From an optimization exercise on the open Yosys and OpenROAD flow, aimed at small area, a short achievable clock period and few clock cycles per item; shortcuts taken in it are not production practice.
Function was checked by simulation only, so behaviour that the tests miss may differ from the original.
Power is estimated from default activity; no workload was simulated.

==> flow/design.v (excerpt) <==
module polymul_wb (
	input logic clk,
	input logic rst_b,
	input logic wb_cyc_i,
	input logic wb_stb_i,
	input logic wb_we_i,
	input logic [4:0] wb_adr_i,
	input logic [39:0] wb_dat_i,
	output logic wb_ack_o,
	output logic [39:0] wb_dat_o
);
	localparam logic [1:0] R_A = 2'd0, R_B = 2'd1, R_C = 2'd2, R_CTRL = 2'd3;
	localparam int LAST = 20;           
	logic [319:0] a_mem;
	logic [319:0] b_mem;
	logic [319:0] c_mem;
	logic [15:0] c_new;
	logic busy, done;
	logic [4:0] cnt;
	logic busy_n, done_n;
	logic req, start, hit, rot;
	logic [1:0] rg;
	logic [2:0] wd;
	logic [39:0] rdat;
	logic [1:0] t_rg;
	logic [2:0] t_wd;
	logic [4:0] m1, m0;                 
	logic [4:0] m1_n, m0_n;
	logic [1:0] t_rg_n;
	logic [2:0] t_wd_n;
	logic [39:0] rdat_n;
	assign req = wb_cyc_i & wb_stb_i;
	assign rg = wb_adr_i[4:3];
	assign wd = wb_adr_i[2:0];
	assign hit = &((wb_adr_i & m1) | (~wb_adr_i & m0));
	assign start = req & wb_we_i & (rg == R_CTRL) & ~busy;
	assign rot = start | (busy & (cnt != 5'(LAST)));
	assign wb_ack_o = req & (wb_we_i | hit);
	assign wb_dat_o = rdat;
	always_comb begin
		busy_n = busy;
		done_n = done;
		if (!rst_b) begin
			busy_n = 1'b0;
			done_n = 1'b0;
		end else if (start) begin
			busy_n = 1'b1;
			done_n = 1'b0;
		end else if (busy && cnt == 5'(LAST)) begin
			busy_n = 1'b0;
			done_n = 1'b1;
		end
	end
	always_ff @(posedge clk) begin
		busy <= busy_n;
		done <= done_n;
		if (!rst_b || start)
			cnt <= 5'd1;
		else if (busy)
			cnt <= cnt + 1'b1;
	end
	always_ff @(posedge clk) begin
		for (int w = 0; w < 8; w++)
			if (req && wb_we_i && rg == R_A && wd == 3'(w) && !busy)
				a_mem[40*w +: 40] <= wb_dat_i;
	end
	always_ff @(posedge clk) begin
		if (rot)
			b_mem <= {b_mem[15:0], b_mem[319:16]};
		else
			for (int w = 0; w < 8; w++)
				if (req && wb_we_i && rg == R_B && wd == 3'(w))
					b_mem[40*w +: 40] <= wb_dat_i;
	end
	gf_mac_array u_mac (
		.clk(clk),
		.a(a_mem),
		.b(b_mem),
		.c(c_new)
	);
  ...
For scale: ~9300 cells after synthesis, ~1100 flip-flops, about 91 I/O pins.
==> module gf_mac_array, before the edit <==
module gf_mac_array (
	input logic clk,
	input logic [319:0] a,
	input logic [319:0] b,
	output logic [15:0] c
);
	localparam int N = 40;
	logic [26:0] ap [N];
	logic [26:0] bp [N];
	logic [26:0] h [2][2];
	logic [26:0] h_q [2][2];
	logic [26:0] d [2];
	for (genvar i = 0; i < N; i++) begin : g_pre
		gf_kpre u_pa (.a(a[8*i +: 8]), .p(ap[i]));
		gf_kpre u_pb (.a(b[8*i +: 8]), .p(bp[i]));
	end
	logic [26:0] t [2][64];
	always_comb begin
		for (int r = 0; r < 2; r++) begin
			for (int i = 0; i < 64; i++)
				t[r][i] = (i < N) ? (ap[i] & bp[(r - i + N) % N]) : '0;
			for (int w = 32; w >= 2; w = w / 2)
				for (int k = 0; k < w; k++)
					t[r][k] = t[r][2*k] ^ t[r][2*k+1];
			h[r][0] = t[r][0];
			h[r][1] = t[r][1];
		end
	end
	always_ff @(posedge clk) begin
		h_q[0][0] <= h[0][0];
		h_q[0][1] <= h[0][1];
		h_q[1][0] <= h[1][0];
		h_q[1][1] <= h[1][1];
	end
	always_comb begin
		d[0] = h_q[0][0] ^ h_q[0][1];
		d[1] = h_q[1][0] ^ h_q[1][1];
	end
	for (genvar r = 0; r < 2; r++) begin : g_post
		gf_kpost u_post (.d(d[r]), .p(c[8*r +: 8]));
	end
endmodule
clock: 7.0 ns
lec_check: 0
abc_clock_period_in_ps: 3500
cap_margin: 20
core_margin: 2
core_utilization: 25
place_density: 0.4
setup_slack_margin: 3.4
slew_margin: 20
standard.sh (not shown) runs the stock make flow with config.mk's settings and CLKGATE_MAP_FILE= SYNTH_SCRIPT=/design/flow/synth_recipe.tcl, a recipe that flattens the netlist after the stock synthesis.
==> flow/flow/run.sh <==
#!/bin/bash
# The standard layout, except that the port buffers are buf_4 cells
# rather than the delay-buffer cells buffer_ports picks by default.
set -euo pipefail
export BUFFER_PORTS_ARGS="-buffer_cell sky130_fd_sc_hd__buf_4"
bash standard.sh > layout.log 2>&1
Testbench counts at the start, summed over its fixed seeds: cycles 2,208, runs 48.
Then changed:
--- a/flow/design.v
+++ b/flow/design.v
@@ -82,11 +82,10 @@
 );
 	localparam int N = 40;
 	logic [26:0] ap [N];
 	logic [26:0] bp [N];
-	logic [26:0] h [2][2];
-	logic [26:0] h_q [2][2];
 	logic [26:0] d [2];
+	logic [26:0] d_q [2];
 	for (genvar i = 0; i < N; i++) begin : g_pre
 		gf_kpre u_pa (.a(a[8*i +: 8]), .p(ap[i]));
 		gf_kpre u_pb (.a(b[8*i +: 8]), .p(bp[i]));
 	end
@@ -94,27 +93,20 @@
 	always_comb begin
 		for (int r = 0; r < 2; r++) begin
 			for (int i = 0; i < 64; i++)
 				t[r][i] = (i < N) ? (ap[i] & bp[(r - i + N) % N]) : '0;
-			for (int w = 32; w >= 2; w = w / 2)
+			for (int w = 32; w >= 1; w = w / 2)
 				for (int k = 0; k < w; k++)
 					t[r][k] = t[r][2*k] ^ t[r][2*k+1];
-			h[r][0] = t[r][0];
-			h[r][1] = t[r][1];
+			d[r] = t[r][0];
 		end
 	end
 	always_ff @(posedge clk) begin
-		h_q[0][0] <= h[0][0];
-		h_q[0][1] <= h[0][1];
-		h_q[1][0] <= h[1][0];
-		h_q[1][1] <= h[1][1];
-	end
-	always_comb begin
-		d[0] = h_q[0][0] ^ h_q[0][1];
-		d[1] = h_q[1][0] ^ h_q[1][1];
+		d_q[0] <= d[0];
+		d_q[1] <= d[1];
 	end
 	for (genvar r = 0; r < 2; r++) begin : g_post
-		gf_kpost u_post (.d(d[r]), .p(c[8*r +: 8]));
+		gf_kpost u_post (.d(d_q[r]), .p(c[8*r +: 8]));
 	end
 endmodule
 module polymul_wb (
 	input logic clk,
Effect:
- The new run completed with no timing, DRC or antenna violations
- clock skew came out higher by 0.013 ns
- cell area grows by 2.1%
- worst setup slack loses 0.056 ns
- cell count goes up by 1.7%
- first-iteration DRC count goes up by 6.3%
- routed wire length climbs by 5.1%
- worst hold slack hardly moves
- sequential share of layout area shrinks by 1.6 points
- power goes down by 4.3%
- non-clock buffer count grows by 314
- clock-buffer cell count drops by 23
- combinational power hardly moves
Testbench counts after the change, summed over its fixed seeds: cycles 2,208, runs 48.

## port drivers added, routing unchanged
The flow's constraints put no driver on any port. The routed layouts listed below were extracted and timed again, unchanged, in two steps.
Step 1, drivers: a clkbuf_16 drives clk and a buf_2 each remaining input, both assumed.
Step 2 moves the port delays by t, midway between the first and last clock arrival at a register: inputs arrive t later, outputs are due t later. That takes back most of the time a late clock gives input paths.
Slacks: ideal ports / drivers / drivers and shift; pairs: ideal ports / drivers.
| run | t, ns | slack for setup (ns) | worst setup path after step 2 | latest minus earliest clock arrival (ns) | pins driven straight from the clock port |
|---|---|---|---|---|---|
| the first run | 1.035 | 3.093 / 3.093 / 2.179 | input to register | 0.060 / 0.060 | 1 |
| the second run | 1.007 | 3.037 / 3.037 / 2.418 | input to register | 0.067 / 0.068 | 1 |
After both steps setup and hold are still met in every run listed. For the first run, which loses most, drivers alone change the setup slack by 0.000 ns; drivers and shift together by -0.914 ns.
